Context: an optimization exercise on an open-source flow, tuned for small area. The choices shown serve that exercise and are no tape-out recipe.
Function was checked by simulation only, so behaviour that the tests miss may differ from the original.

Design decode_stage, start of the top module:
module decode_stage (
    input  logic               clk,
    input  logic               reset,
    input  decode_pkg::word_t  instruction,
    input  decode_pkg::word_t  pc_plus_four,
    input  logic               stall,
    input  decode_pkg::wb_t    wb,
    input  decode_pkg::fwd_t   fwd_ex,
    input  decode_pkg::fwd_t   fwd_mem,
    output decode_pkg::id_ex_t id_ex,
    output logic               jump_taken,
    output decode_pkg::word_t  target,
    output logic               fetch_hold
);
Settings: LEC_CHECK=0, CAP_MARGIN=20, CELL_PAD_IN_SITES_DETAIL_PLACEMENT=1, CELL_PAD_IN_SITES_GLOBAL_PLACEMENT=1, CORE_MARGIN=2, CORE_UTILIZATION=40, SETUP_SLACK_MARGIN=0.3, SLEW_MARGIN=20; clock period 7.0 ns.
standard.sh (not shown) runs the stock make flow with config.mk's settings and CLKGATE_MAP_FILE= SYNTH_SCRIPT=/design/flow/synth_recipe.tcl, a recipe that flattens the netlist after the stock synthesis.
==> flow/flow/run.sh <==
#!/bin/bash
# Layout: the standard ORFS flow (standard.sh), unchanged synthesis, with
# two extra ORFS settings for area: plain buf_1 cells on the ports instead of
# the delay buffers buffer_ports picks, and larger sink clusters without dummy
# loads in the clock tree.
set -euo pipefail
here=$(pwd)
export BUFFER_PORTS_ARGS="-buffer_cell sky130_fd_sc_hd__buf_1"
export CTS_ARGS="-sink_clustering_enable -repair_clock_nets -dont_use_dummy_load -sink_clustering_size 25 -sink_clustering_max_diameter 80"
bash standard.sh finish > "$here/standard.log" 2>&1
The baseline produced a layout that fails on setup timing.
Edit:
==> flow/flow/run.sh (replaced) <==
#!/bin/bash
# Layout: the standard ORFS flow (standard.sh), unchanged synthesis, with
# a few extra ORFS settings for area: plain buf_1 cells on the ports instead of
# the delay buffers buffer_ports picks, no dummy loads in the clock tree, and
# downsizing of non-critical cells after global routing.
set -euo pipefail
here=$(pwd)
export BUFFER_PORTS_ARGS="-buffer_cell sky130_fd_sc_hd__buf_1"
export CTS_ARGS="-sink_clustering_enable -repair_clock_nets -dont_use_dummy_load -sink_clustering_size 25 -sink_clustering_max_diameter 80"
export RECOVER_POWER=100
bash standard.sh finish > "$here/standard.log" 2>&1
Settings changed: CAP_MARGIN 20 to 10, SETUP_SLACK_MARGIN 0.3 to 0.05, SLEW_MARGIN 20 to 10.
Effect:
- With this change the flow finished with capacitance limit, slew limit, setup timing left
- routed wire length is about the same
- critical path depth goes down by 11
- utilization goes down by 0.44 points
- worst setup slack is worse by 0.33 ns
- final area goes down slightly
- first-iteration DRC count goes down by a few percent
Edit:
==> flow/run.sh (new file) <==
#!/bin/bash
# synth_recipe.tcl (not shown) runs the flow's synth.tcl, then flattens the netlist and writes it again
# the make line also repeats each setting of config.mk as NAME=value (left out here)
make -C /OpenROAD-flow-scripts/flow DESIGN_CONFIG=/design/flow/config.mk WORK_HOME=/design/flow/orfs CLKGATE_MAP_FILE= SYNTH_SCRIPT=/design/flow/synth_recipe.tcl finish
Settings changed: CAP_MARGIN 10 to 20, CTS_CLUSTER_DIAMETER set to 80, CTS_CLUSTER_SIZE set to 25, SETUP_SLACK_MARGIN 0.05 to 0.3, SLEW_MARGIN 10 to 20.
removed: flow/flow/run.sh
removed: flow/standard.sh
Outcome: This time the run went through all stages and came out clean; design area rose by 6.3%; first-iteration DRC count rose by 3.0%; maximum frequency rose by 6.3%; cell count rose by 3.0%.
Edit:
Settings changed: CAP_MARGIN 20 to 10, CELL_PAD_IN_SITES_DETAIL_PLACEMENT 1 to not set, CELL_PAD_IN_SITES_GLOBAL_PLACEMENT 1 to not set, CTS_BUF_LIST set to sky130_fd_sc_hd__clkbuf_4 sky130_fd_sc_hd__clkbuf_8, CTS_CLUSTER_DIAMETER 80 to not set, CTS_CLUSTER_SIZE 25 to 20, SETUP_SLACK_MARGIN 0.3 to 0.05, SLEW_MARGIN 20 to 10.
- Now the flow finished with capacitance limit, slew limit, setup timing left
- final area is higher by 0.97%
- routed wire length is lower by 4.8%
- utilization is higher by 0.46 points
- via count is higher by 2.0%

## static timing again, ports no longer ideal
In the flow no input, the clock included, has a driving cell. The finished layouts below were timed again as built, in two steps. Step 1 sets driving cells, clkbuf_16 on the clock port and buf_2 on the other inputs (assumed; they add their load-dependent delay and slew). Step 2 moves the port delays by t, midway between the first and last clock arrival at a register: inputs arrive t later, outputs are due t later. That takes back most of the time a late clock gives input paths. Three values: ideal, step 1, step 2; two values: the first two.
run	shift t [ns]	setup WS [ns]	worst register clock-pin slew, ns
the first run	0.935	-0.012 / -0.043 / -0.043	0.11 / 0.11
the second run	0.943	-0.340 / -0.323 / -1.266	0.11 / 0.11
the third run	0.995	0.098 / 0.064 / 0.064	0.11 / 0.11
the fourth run	1.208	-0.135 / -0.206 / -0.206	0.07 / 0.07
For the second run, which loses most, drivers alone change the setup slack by +0.017 ns; drivers and shift together by -0.926 ns.
